This is an optimization exercise on Yosys and OpenROAD, whose aim is small area, not a production implementation. Where RTL was checked, it was by simulation tests only, not by an equivalence proof against the original. Power figures rest on the tool's default switching activity, not on a simulated workload.

run 1:
==> module result_queue, before the edit <==
module result_queue (
    input  logic clk,
    input  logic reset,
    input  logic read_out,
    input  logic [1:0] slice,
    input  logic [5:0] event_d,
    input  logic [3*array_pkg::ROWS*array_pkg::RESULT_W-1:0] slot_hi,
    output logic [array_pkg::ROWS-1:0] stay,
    output array_pkg::result_t result
);
    localparam int RW = array_pkg::RESULT_W;
    logic active_q;
    logic row0_zero_q;
    logic [3:0] row_q;
    logic [1:0] col_q;
    logic [1:0] phase_q;
    logic [1:0] step_col;
    logic step_before;
    always_ff @(posedge clk) begin
        if (reset) begin
            active_q <= 1'b0;
        end else if (read_out) begin
            active_q <= 1'b1;
            row_q <= '0;
            col_q <= '0;
            phase_q <= slice;
            row0_zero_q <= event_d[0] | event_d[1] | event_d[2];
        end else if (active_q) begin
            if (col_q == 2'd2) begin
                col_q <= 2'd0;
                row_q <= row_q + 4'd1;
                if (row_q == 4'd8) begin
                    active_q <= 1'b0;
                end
            end else begin
                col_q <= col_q + 2'd1;
            end
        end
    end
    always_comb begin
        case (phase_q + col_q)
            2'd0: step_col = 2'd0;
            2'd1: step_col = 2'd1;
            2'd2: step_col = 2'd2;
            default: step_col = 2'd0;
        endcase
    end
    assign step_before = col_q < step_col;
    for (genvar r = 0; r < array_pkg::ROWS; r++) begin : g_stay
        assign stay[r] = active_q & ((row_q < 4'(r)) | ((row_q == 4'(r)) & step_before));
    end
    always_comb begin
        result = '0;
        for (int r = 0; r < array_pkg::ROWS; r++) begin
            for (int s = 0; s < 3; s++) begin
                if (active_q && row_q == 4'(r) && phase_q == 2'(s) &&
                    !(r == 0 && row0_zero_q)) begin
                    result = result | slot_hi[(3*r+s)*RW +: RW];
                end
            end
        end
    end
endmodule
Settings: LEC_CHECK=0, ABC_AREA=1, CAP_MARGIN=20, CORE_MARGIN=2, CORE_UTILIZATION=40, CTS_BUF_LIST=sky130_fd_sc_hd__clkbuf_16, CTS_CLUSTER_DIAMETER=100, CTS_CLUSTER_SIZE=30, SLEW_MARGIN=20; clock period 6.5 ns.
run.sh (not shown) runs the stock make flow with config.mk's settings and CLKGATE_MAP_FILE= SYNTH_SCRIPT=/design/flow/synth_recipe.tcl, a recipe that flattens the netlist after the stock synthesis.
Input-level comparison between run 2 and run 1:
-- flow/design.v --
<<< run 1, line 310
        assign stay[r] = active_q & ((row_q < 4'(r)) | ((row_q == 4'(r)) & step_before));
    end
    always_comb begin
        result = '0;
        for (int r = 0; r < array_pkg::ROWS; r++) begin
            for (int s = 0; s < 3; s++) begin
                if (active_q && row_q == 4'(r) && phase_q == 2'(s) &&
                    !(r == 0 && row0_zero_q)) begin
                    result = result | slot_hi[(3*r+s)*RW +: RW];
                end
            end
        end
>>> run 2, line 310
        assign stay[r] = active_q & ((row_q < 4'(r)) | ((row_q == 4'(r)) & step_before));
    end
    logic [1:0] lag;
    logic [2:0] col_ahead;
    logic [3:0] row_ahead;
    array_pkg::result_t pick_q [3];
    array_pkg::result_t row0_pick;
    always_comb begin
        case (phase_q)
            2'd0: lag = 2'd2;
            2'd1: lag = 2'd0;
            default: lag = 2'd1;
        endcase
        col_ahead = 3'(col_q) + 3'(lag);
        row_ahead = (col_ahead >= 3'd3) ? row_q + 4'd1 : row_q;
        pick_q[0] = '0;
        for (int r = 1; r < array_pkg::ROWS; r++) begin
            if (row_ahead == 4'(r)) begin
                pick_q[0] = slot_hi[(3*r+1)*RW +: RW];
            end
        end
        case (phase_q)
            2'd0: row0_pick = slot_hi[0*RW +: RW];
            2'd1: row0_pick = slot_hi[1*RW +: RW];
            default: row0_pick = slot_hi[2*RW +: RW];
        endcase
    end
    always_ff @(posedge clk) begin
        pick_q[1] <= pick_q[0];
        pick_q[2] <= pick_q[1];
    end
    always_comb begin
        result = '0;
        if (active_q) begin
            if (row_q == 4'd0) begin
                if (!row0_zero_q) begin
                    result = row0_pick;
                end
            end else begin
                result = pick_q[lag];
            end
        end
==> comparison <==
Of run 2 and run 1, the run reporting the higher fraction of the mapped netlist area in simple logic gates was run 2. Post-route setup TNS came out exactly the same in run 2 and run 1. Compared with run 1, run 2 shows area of the mapped netlist higher by about 0.4%. Run 2 — clock power about 5% higher, run 1 as reference. Looking at final area, run 2 sits 0.34% higher than run 1 does. On worst hold slack: run 2 sits below run 1. The area added between synthesis and finish on run 2 is in line with that on run 1. Against run 1, run 2 reports a violation count after the first detailed-routing iteration that is lower. There was hardly any difference in utilization between run 1 and run 2. Maximum cell stage delay along the critical path: run 1 vs run 2 — no meaningful difference. Summary: with run 1 as the reference, total wirelength of the detailed-routed design in run 2 moved down by more than 10%. On share of total power in combinational logic, run 2 and run 1 are basically level. Critical path launch point: u_buffer.win_ops[0] -> run 1, u_buffer.win_ops[1] -> run 2.
Function was not checked in any run of this note: the RTL went through the layout flow alone.


Setup of juniper:
matmul_top, a different RTL version from the one above (not shown whole).
For scale: about 2200 cells after synthesis, about 670 flip-flops, about 27 I/O pins, ~23000 um2 of cells after synthesis.
==> module operand_buffer, before the edit <==
module operand_buffer (
    input  logic clk,
    input  logic reset,
    input  logic read_out,
    input  weight_pkg::weight_lane_t lanes,
    input  array_pkg::activation_t activation,
    output logic [3*weight_pkg::LANES*weight_pkg::OP_W-1:0] win_ops,
    output array_pkg::activation_t act_d3,
    output logic [1:0] slice,
    output logic [5:0] event_d
);
    logic ev;
    logic last_slice;
    logic complete;
    logic win0;
    logic win1;
    weight_pkg::weight_lane_t ops_d1;
    weight_pkg::weight_lane_t ops_d2;
    array_pkg::activation_t act_d1;
    array_pkg::activation_t act_d2;
    assign ev = reset | read_out;
    assign last_slice = slice == 2'd2;
    assign complete = last_slice & ~ev;
    always_ff @(posedge clk) begin
        if (ev || last_slice) begin
            slice <= 2'd0;
        end else begin
            slice <= slice + 2'd1;
        end
    end
    always_ff @(posedge clk) begin
        win0 <= complete;
        win1 <= win0;
        event_d <= {event_d[4:0], ev};
    end
    always_ff @(posedge clk) begin
        ops_d1 <= lanes;
        ops_d2 <= ops_d1;
        act_d1 <= activation;
        act_d2 <= act_d1;
        act_d3 <= (complete || win0 || win1) ? act_d2 : '0;
        if (complete) begin
            win_ops <= {lanes, ops_d1, ops_d2};
        end
    end
endmodule
make LEC_CHECK=0 ABC_AREA=1 CAP_MARGIN=20 CORE_MARGIN=2 CORE_UTILIZATION=40 CTS_BUF_LIST=sky130_fd_sc_hd__clkbuf_16 CTS_CLUSTER_DIAMETER=100 CTS_CLUSTER_SIZE=30 SLEW_MARGIN=20 finish   # period 6.5 ns
--- input diff juniper..yarrow ---
--- a/flow/design.v
+++ b/flow/design.v
@@ -82,15 +82,17 @@
     end
     always_ff @(posedge clk) begin
         ops_d1 <= lanes;
         ops_d2 <= ops_d1;
         act_d1 <= activation;
         act_d2 <= act_d1;
-        act_d3 <= (complete || win0 || win1) ? act_d2 : '0;
+        act_d3 <= act_d2;
         if (complete) begin
             win_ops <= {lanes, ops_d1, ops_d2};
+        end else if (!(win0 || win1)) begin
+            win_ops <= '0;
         end
     end
 endmodule
 `default_nettype wire
 `default_nettype none
 module mac_array (
[summary]
juniper and yarrow all finish clean. Unique cell type count in the Yosys netlist grows by more than 10% when moving from juniper to yarrow. Delta(average instance area after synthesis, yarrow - juniper) < 0. NOTE: ratio of routed vias to standard cells in yarrow falls short of that of juniper. Comparing juniper and yarrow, the lower non-clock buffer count is on juniper. Of juniper and yarrow, the higher fraction of area in multi-input gates belongs to yarrow. End of the critical path: u_array.g_ring[0].g_lazy.slot0_q[16] -> yarrow, result[3] -> juniper. edfxtp_1 as the slowest stage cell on the critical path was reported by yarrow, and clkdlybuf4s50_1 by juniper. As far as clock tree cell share of total cell area is concerned, juniper and yarrow perform about the same. In the route summary, yarrow ends up with a via count exceeding that of juniper. On power attributed to the clock group, juniper and yarrow are basically level. Final clock period utilization by the worst path across juniper and yarrow: no real change. Diff juniper -> yarrow: first-iteration DRC count decreased by 12% relative to the old numbers, cell count increased by about 1.8% relative to the old numbers.


old:
The RTL this note starts from:
==> flow/design.v <==
`default_nettype none
package weight_pkg;
    localparam int LANES = 3;
    localparam int LOW_BASE = 5;
    localparam int HIGH_BASE = 7;
    localparam int CODE_LIMIT = HIGH_BASE * HIGH_BASE * LOW_BASE;
    localparam int OP_W = 3;
    typedef logic [7:0] packed_weights_t;
    typedef logic [LANES*OP_W-1:0] weight_lane_t;
endpackage
`default_nettype wire
`default_nettype none
package array_pkg;
    localparam int SLICES = 3;
    localparam int LANES = 3;
    localparam int ROWS = LANES * SLICES;
    localparam int COLS = SLICES;
    localparam int ACT_W = 8;
    localparam int ACC_W = 17;
    localparam int RESULT_W = 8;
    localparam int RESULT_SHIFT = 9;
    typedef logic signed [ACT_W-1:0] activation_t;
    typedef logic [ACC_W-1:0] acc_t;
    typedef logic [RESULT_W-1:0] result_t;
endpackage
`default_nettype wire
`default_nettype none
module weight_decoder (
    input  weight_pkg::packed_weights_t code,
    output weight_pkg::weight_lane_t lanes
);
    logic valid;
    logic [7:0] by_low;
    logic [2:0] top_digit;
    logic [2:0] mid_digit;
    logic [2:0] low_digit;
    function automatic logic [2:0] low_digit_op(input logic [2:0] digit);
        case (digit)
            3'd1: low_digit_op = 3'b010;
            3'd2: low_digit_op = 3'b011;
            3'd3: low_digit_op = 3'b110;
            3'd4: low_digit_op = 3'b111;
            default: low_digit_op = 3'b000;
        endcase
    endfunction
    function automatic logic [2:0] high_digit_op(input logic [2:0] digit);
        case (digit)
            3'd1: high_digit_op = 3'b001;
            3'd2: high_digit_op = 3'b010;
            3'd3: high_digit_op = 3'b011;
            3'd4: high_digit_op = 3'b101;
            3'd5: high_digit_op = 3'b110;
            3'd6: high_digit_op = 3'b111;
            default: high_digit_op = 3'b000;
        endcase
    endfunction
    assign valid = code < 8'(weight_pkg::CODE_LIMIT);
    assign by_low = code / 8'(weight_pkg::LOW_BASE);
    assign low_digit = valid ? 3'(code % 8'(weight_pkg::LOW_BASE)) : 3'd0;
    assign mid_digit = valid ? 3'(by_low % 8'(weight_pkg::HIGH_BASE)) : 3'd0;
    assign top_digit = valid ? 3'(by_low / 8'(weight_pkg::HIGH_BASE)) : 3'd0;
    assign lanes[0*weight_pkg::OP_W +: weight_pkg::OP_W] = high_digit_op(top_digit);
    assign lanes[1*weight_pkg::OP_W +: weight_pkg::OP_W] = high_digit_op(mid_digit);
    assign lanes[2*weight_pkg::OP_W +: weight_pkg::OP_W] = low_digit_op(low_digit);
endmodule
`default_nettype wire
`default_nettype none
module operand_buffer (
    input  logic clk,
    input  logic reset,
    input  logic read_out,
    input  weight_pkg::weight_lane_t lanes,
    input  array_pkg::activation_t activation,
    output logic [3*weight_pkg::LANES*weight_pkg::OP_W-1:0] win_ops,
    output array_pkg::activation_t act_d3,
    output logic [1:0] slice,
    output logic [5:0] event_d
);
    logic ev;
    logic last_slice;
    logic complete;
    logic win0;
    logic win1;
    weight_pkg::weight_lane_t ops_d1;
    weight_pkg::weight_lane_t ops_d2;
    array_pkg::activation_t act_d1;
    array_pkg::activation_t act_d2;
    assign ev = reset | read_out;
    assign last_slice = slice == 2'd2;
    assign complete = last_slice & ~ev;
    always_ff @(posedge clk) begin
        if (ev || last_slice) begin
            slice <= 2'd0;
        end else begin
            slice <= slice + 2'd1;
        end
    end
    always_ff @(posedge clk) begin
        win0 <= complete;
        win1 <= win0;
        event_d <= {event_d[4:0], ev};
    end
    always_ff @(posedge clk) begin
        ops_d1 <= lanes;
        ops_d2 <= ops_d1;
        act_d1 <= activation;
        act_d2 <= act_d1;
        act_d3 <= act_d2;
        if (complete) begin
            win_ops <= {lanes, ops_d1, ops_d2};
        end else if (!(win0 || win1)) begin
            win_ops <= '0;
        end
    end
endmodule
`default_nettype wire
`default_nettype none
module mac_array (
    input  logic clk,
    input  logic [3*weight_pkg::LANES*weight_pkg::OP_W-1:0] win_ops,
    input  array_pkg::activation_t act_d3,
    input  logic ev,
    input  logic [5:0] event_d,
    input  logic [array_pkg::ROWS-1:0] stay,
    output logic [3*array_pkg::ROWS*array_pkg::RESULT_W-1:0] slot_hi
);
    localparam int OPW = weight_pkg::OP_W;
    localparam int LO = array_pkg::RESULT_SHIFT;
    localparam int HI = array_pkg::ACC_W - LO;
    localparam int RW = array_pkg::RESULT_W;
    function automatic logic [8:0] addend(input logic [2:0] op, input logic [7:0] a,
                                          input logic has_half);
        logic [8:0] v;
        case (op[1:0])
            2'd1: v = has_half ? {{2{a[7]}}, a[7:1]} : {a[7], a};
            2'd2: v = {a[7], a};
            2'd3: v = {a, 1'b0};
            default: v = 9'd0;
        endcase
        addend = v ^ {9{op[2]}};
    endfunction
    function automatic logic [LO:0] add_lo(input logic [LO-1:0] acc, input logic [LO-1:0] x,
                                           input logic cin);
        logic c;
        logic p;
        c = cin;
        for (int i = 0; i < LO; i++) begin
            p = acc[i] ^ x[i];
            add_lo[i] = p ^ c;
            c = (acc[i] & x[i]) | (p & c);
        end
        add_lo[LO] = c;
    endfunction
    function automatic logic [HI-1:0] add_hi(input logic [HI-1:0] acc, input logic s,
                                             input logic cin);
        logic c;
        logic p;
        c = cin;
        for (int i = 0; i < HI; i++) begin
            p = acc[i] ^ s;
            add_hi[i] = p ^ c;
            c = (acc[i] & s) | (p & c);
        end
    endfunction
    logic clear_lo;
    logic capture;
    assign clear_lo = ev | event_d[0] | event_d[1];
    assign capture = event_d[0] | event_d[1] | event_d[2];
    logic clear_row0;
    assign clear_row0 = event_d[3] | event_d[4] | event_d[5];
    for (genvar r = 0; r < array_pkg::ROWS; r++) begin : g_ring
        localparam int SL = r / 3;
        localparam int LN = r % 3;
        logic [2:0] op;
        logic [8:0] x;
        assign op = win_ops[(SL*3+LN)*OPW +: OPW];
        assign x = addend(op, act_d3, LN != 2);
        if (r == 0) begin : g_lazy
            array_pkg::acc_t slot0_q;
            array_pkg::acc_t slot1_q;
            array_pkg::acc_t slot2_q;
            logic [LO-1:0] lo_in;
            logic [HI-1:0] hi_in;
            logic [LO:0] lo_sum;
            logic [HI-1:0] hi_sum;
            assign lo_in = clear_row0 ? '0 : slot2_q[LO-1:0];
            assign hi_in = clear_row0 ? '0 : slot2_q[array_pkg::ACC_W-1:LO];
            assign lo_sum = add_lo(lo_in, x, op[2]);
            always_comb begin
                case ({x[8], lo_sum[LO]})
                    2'b01: hi_sum = hi_in + 1'b1;
                    2'b10: hi_sum = hi_in - 1'b1;
                    default: hi_sum = hi_in;
                endcase
            end
            always_ff @(posedge clk) begin
                slot0_q <= {hi_sum, lo_sum[LO-1:0]};
                slot1_q <= slot0_q;
                slot2_q <= slot1_q;
            end
            assign slot_hi[0*RW +: RW] = slot0_q[LO +: RW];
            assign slot_hi[1*RW +: RW] = slot1_q[LO +: RW];
            assign slot_hi[2*RW +: RW] = slot2_q[LO +: RW];
        end else begin : g_split
            localparam int E = (r == 1) ? 1 : (r <= 3) ? 2 : (r <= 7) ? 3 : 4;
            logic [LO-1:0] lo0_q;
            logic [LO-1:0] lo1_q;
            logic [LO-1:0] lo2_q;
            logic [HI-1:0] hi0_q;
            logic [HI-1:0] hi1_q;
            logic [HI-1:0] hi2_q;
            logic [E-1:0] ext0_q;
            logic [E-1:0] ext1_q;
            logic [E-1:0] ext2_q;
            logic frozen0_q;
            logic frozen1_q;
            logic frozen2_q;
            logic carry_q;
            logic sign_q;
            logic [LO:0] lo_sum;
            logic [HI-1:0] hi_in;
            logic [HI-1:0] hi_sum;
            logic keep;
            assign lo_sum = add_lo(lo2_q, x, op[2]);
            assign hi_in = frozen0_q ? {{(HI-E){ext0_q[E-1]}}, ext0_q} : hi0_q;
            assign hi_sum = add_hi(hi_in, sign_q, carry_q);
            assign keep = frozen0_q & stay[r];
            always_ff @(posedge clk) begin
                lo0_q <= clear_lo ? '0 : lo_sum[LO-1:0];
                carry_q <= lo_sum[LO];
                sign_q <= x[8];
                hi0_q <= hi2_q;
                ext0_q <= ext2_q;
                frozen0_q <= frozen2_q;
                lo1_q <= lo0_q;
                if (keep && !capture) begin
                    hi1_q <= hi0_q;
                end else begin
                    hi1_q <= hi_sum;
                end
                ext1_q <= capture ? '0 : hi_sum[E-1:0];
                frozen1_q <= capture | keep;
                lo2_q <= lo1_q;
                hi2_q <= hi1_q;
                ext2_q <= ext1_q;
                frozen2_q <= frozen1_q;
            end
            assign slot_hi[(3*r+0)*RW +: RW] = hi0_q;
            assign slot_hi[(3*r+1)*RW +: RW] = hi1_q;
            assign slot_hi[(3*r+2)*RW +: RW] = hi2_q;
        end
    end
endmodule
`default_nettype wire
`default_nettype none
module result_queue (
    input  logic clk,
    input  logic reset,
    input  logic read_out,
    input  logic [1:0] slice,
    input  logic [5:0] event_d,
    input  logic [3*array_pkg::ROWS*array_pkg::RESULT_W-1:0] slot_hi,
    output logic [array_pkg::ROWS-1:0] stay,
    output array_pkg::result_t result
);
    localparam int RW = array_pkg::RESULT_W;
    logic active_q;
    logic zero_q;
    logic [3:0] row_q;
    logic [1:0] col_q;
    logic [1:0] phase_q;
    logic [1:0] step_col;
    logic step_before;
    always_ff @(posedge clk) begin
        if (reset) begin
            active_q <= 1'b0;
        end else if (read_out) begin
            active_q <= 1'b1;
            row_q <= '0;
            col_q <= '0;
            phase_q <= slice;
            zero_q <= event_d[0] | event_d[1] | event_d[2];
        end else if (active_q) begin
            if (col_q == 2'd2) begin
                col_q <= 2'd0;
                row_q <= row_q + 4'd1;
                if (row_q == 4'd8) begin
                    active_q <= 1'b0;
                end
            end else begin
                col_q <= col_q + 2'd1;
            end
        end
    end
    always_comb begin
        case (phase_q + col_q)
            2'd0: step_col = 2'd0;
            2'd1: step_col = 2'd1;
            2'd2: step_col = 2'd2;
            default: step_col = 2'd0;
        endcase
    end
    assign step_before = col_q < step_col;
    for (genvar r = 0; r < array_pkg::ROWS; r++) begin : g_stay
        assign stay[r] = active_q & ((row_q < 4'(r)) | ((row_q == 4'(r)) & step_before));
    end
    always_comb begin
        result = '0;
        for (int r = 0; r < array_pkg::ROWS; r++) begin
            for (int s = 0; s < 3; s++) begin
                if (active_q && !zero_q && row_q == 4'(r) && phase_q == 2'(s)) begin
                    result = result | slot_hi[(3*r+s)*RW +: RW];
                end
            end
        end
    end
endmodule
`default_nettype wire
`default_nettype none
module matmul_top (
    input  logic clk,
    input  logic reset,
    input  weight_pkg::packed_weights_t weights_in,
    input  array_pkg::activation_t activation_in,
    input  logic read_out,
    output array_pkg::result_t result
);
    weight_pkg::weight_lane_t lanes;
    logic [3*weight_pkg::LANES*weight_pkg::OP_W-1:0] win_ops;
    array_pkg::activation_t act_d3;
    logic [1:0] slice;
    logic [5:0] event_d;
    logic ev;
    logic [array_pkg::ROWS-1:0] stay;
    logic [3*array_pkg::ROWS*array_pkg::RESULT_W-1:0] slot_hi;
    assign ev = reset | read_out;
    weight_decoder u_decoder (
        .code  (weights_in),
        .lanes (lanes)
    );
    operand_buffer u_buffer (
        .clk        (clk),
        .reset      (reset),
        .read_out   (read_out),
        .lanes      (lanes),
        .activation (activation_in),
        .win_ops    (win_ops),
        .act_d3     (act_d3),
        .slice      (slice),
        .event_d    (event_d)
    );
    mac_array u_array (
        .clk     (clk),
        .win_ops (win_ops),
        .act_d3  (act_d3),
        .ev      (ev),
        .event_d (event_d),
        .stay    (stay),
        .slot_hi (slot_hi)
    );
    result_queue u_queue (
        .clk      (clk),
        .reset    (reset),
        .read_out (read_out),
        .slice    (slice),
        .event_d  (event_d),
        .slot_hi  (slot_hi),
        .stay     (stay),
        .result   (result)
    );
endmodule
`default_nettype wire
clock: 6.5 ns
lec_check: 0
abc_area: 1
cap_margin: 20
core_margin: 2
core_utilization: 40
cts_buf_list: sky130_fd_sc_hd__clkbuf_16
cts_cluster_diameter: 100
cts_cluster_size: 30
slew_margin: 20
[inputs] new vs old
--- a/flow/design.v
+++ b/flow/design.v
@@ -140,34 +140,37 @@
         addend = v ^ {9{op[2]}};
     endfunction
     function automatic logic [LO:0] add_lo(input logic [LO-1:0] acc, input logic [LO-1:0] x,
                                            input logic cin);
         logic c;
-        logic p;
+        logic [1:0] t;
         c = cin;
         for (int i = 0; i < LO; i++) begin
-            p = acc[i] ^ x[i];
-            add_lo[i] = p ^ c;
-            c = (acc[i] & x[i]) | (p & c);
+            t = {1'b0, acc[i]} + {1'b0, x[i]} + {1'b0, c};
+            add_lo[i] = t[0];
+            c = t[1];
         end
         add_lo[LO] = c;
     endfunction
     function automatic logic [HI-1:0] add_hi(input logic [HI-1:0] acc, input logic s,
                                              input logic cin);
         logic c;
-        logic p;
+        logic [1:0] t;
         c = cin;
         for (int i = 0; i < HI; i++) begin
-            p = acc[i] ^ s;
-            add_hi[i] = p ^ c;
-            c = (acc[i] & s) | (p & c);
+            t = {1'b0, acc[i]} + {1'b0, s} + {1'b0, c};
+            add_hi[i] = t[0];
+            c = t[1];
         end
     endfunction
     logic clear_lo;
     logic capture;
+    logic stale;
     assign clear_lo = ev | event_d[0] | event_d[1];
     assign capture = event_d[0] | event_d[1] | event_d[2];
+    assign stale = (event_d[0] & event_d[1]) | (event_d[0] & event_d[2]) |
+                   (event_d[1] & event_d[2]);
     logic clear_row0;
     assign clear_row0 = event_d[3] | event_d[4] | event_d[5];
     for (genvar r = 0; r < array_pkg::ROWS; r++) begin : g_ring
         localparam int SL = r / 3;
         localparam int LN = r % 3;
@@ -231,11 +234,13 @@
                 sign_q <= x[8];
                 hi0_q <= hi2_q;
                 ext0_q <= ext2_q;
                 frozen0_q <= frozen2_q;
                 lo1_q <= lo0_q;
-                if (keep && !capture) begin
+                if (capture) begin
+                    hi1_q <= stale ? '0 : hi_sum;
+                end else if (keep) begin
                     hi1_q <= hi0_q;
                 end else begin
                     hi1_q <= hi_sum;
                 end
                 ext1_q <= capture ? '0 : hi_sum[E-1:0];
@@ -263,11 +268,11 @@
     output logic [array_pkg::ROWS-1:0] stay,
     output array_pkg::result_t result
 );
     localparam int RW = array_pkg::RESULT_W;
     logic active_q;
-    logic zero_q;
+    logic row0_zero_q;
     logic [3:0] row_q;
     logic [1:0] col_q;
     logic [1:0] phase_q;
     logic [1:0] step_col;
     logic step_before;
@@ -277,11 +282,11 @@
         end else if (read_out) begin
             active_q <= 1'b1;
             row_q <= '0;
             col_q <= '0;
             phase_q <= slice;
-            zero_q <= event_d[0] | event_d[1] | event_d[2];
+            row0_zero_q <= event_d[0] | event_d[1] | event_d[2];
         end else if (active_q) begin
             if (col_q == 2'd2) begin
                 col_q <= 2'd0;
                 row_q <= row_q + 4'd1;
                 if (row_q == 4'd8) begin
@@ -306,11 +311,12 @@
     end
     always_comb begin
         result = '0;
         for (int r = 0; r < array_pkg::ROWS; r++) begin
             for (int s = 0; s < 3; s++) begin
-                if (active_q && !zero_q && row_q == 4'(r) && phase_q == 2'(s)) begin
+                if (active_q && row_q == 4'(r) && phase_q == 2'(s) &&
+                    !(r == 0 && row0_zero_q)) begin
                     result = result | slot_hi[(3*r+s)*RW +: RW];
                 end
             end
         end
     end
### Flow results
Between old and new, number of gates resized after cts is higher for new, old comes in under that. Diff new..old | area of combinational cells with multiple inputs | negligible. Diff new..old | count of placed standard cells including taps | negligible. new reports a lower final setup slack of the worst path than old does. In the reports for old and new, the smaller clock skew belongs to old. Delta (new minus old): starting density of the core shows no meaningful change, post-synthesis cell count now sits lower, CTS buffer count went down about 4%, overall die area up 270 um2. Going from old to new, number of clock sinks was more or less identical; register share of the cell area went down by 0.42 points; max-slew headroom at the worst pin went down by 13 points; register-to-register slack was more or less identical.
The RTL of old was laid out without a check of its function.

-- static timing again, ports no longer ideal --
How much do the figures lean on ideal ports? The routed layouts below were timed once more, with nothing changed but the port constraints.
Step 1, drivers: a clkbuf_16 drives clk and a buf_2 each remaining input, both assumed.
Step 2 adds t to the input delays and takes it off the output delays; t is the mean of the earliest and latest rising clock arrival at the registers after step 1. Input paths then give back, and output paths get back, about the clock's delay inside the block.
a / b / c = ideal ports / drivers / drivers and shift; a / b = the first two.
run | shift t [ns] | setup WS [ns] | worst slew at a driven data input, ns
run 1 | 0.643 | 0.408 / 0.408 / -0.117 | 0.04
run 2 | 0.642 | 0.264 / 0.264 / 0.191 | 0.04
juniper | 0.637 | 0.342 / 0.281 / 0.347 | 0.03
yarrow | 0.647 | 0.334 / 0.334 / -0.011 | 0.04
old | 0.642 | 0.357 / 0.357 / -0.114 | 0.03
new | 0.644 | 0.353 / 0.353 / -0.093 | 0.04
Met with ideal ports but missed after step 2: setup timing in run 1, yarrow, old and new. For run 1, which loses most, drivers alone change the setup slack by 0.000 ns; drivers and shift together by -0.525 ns.
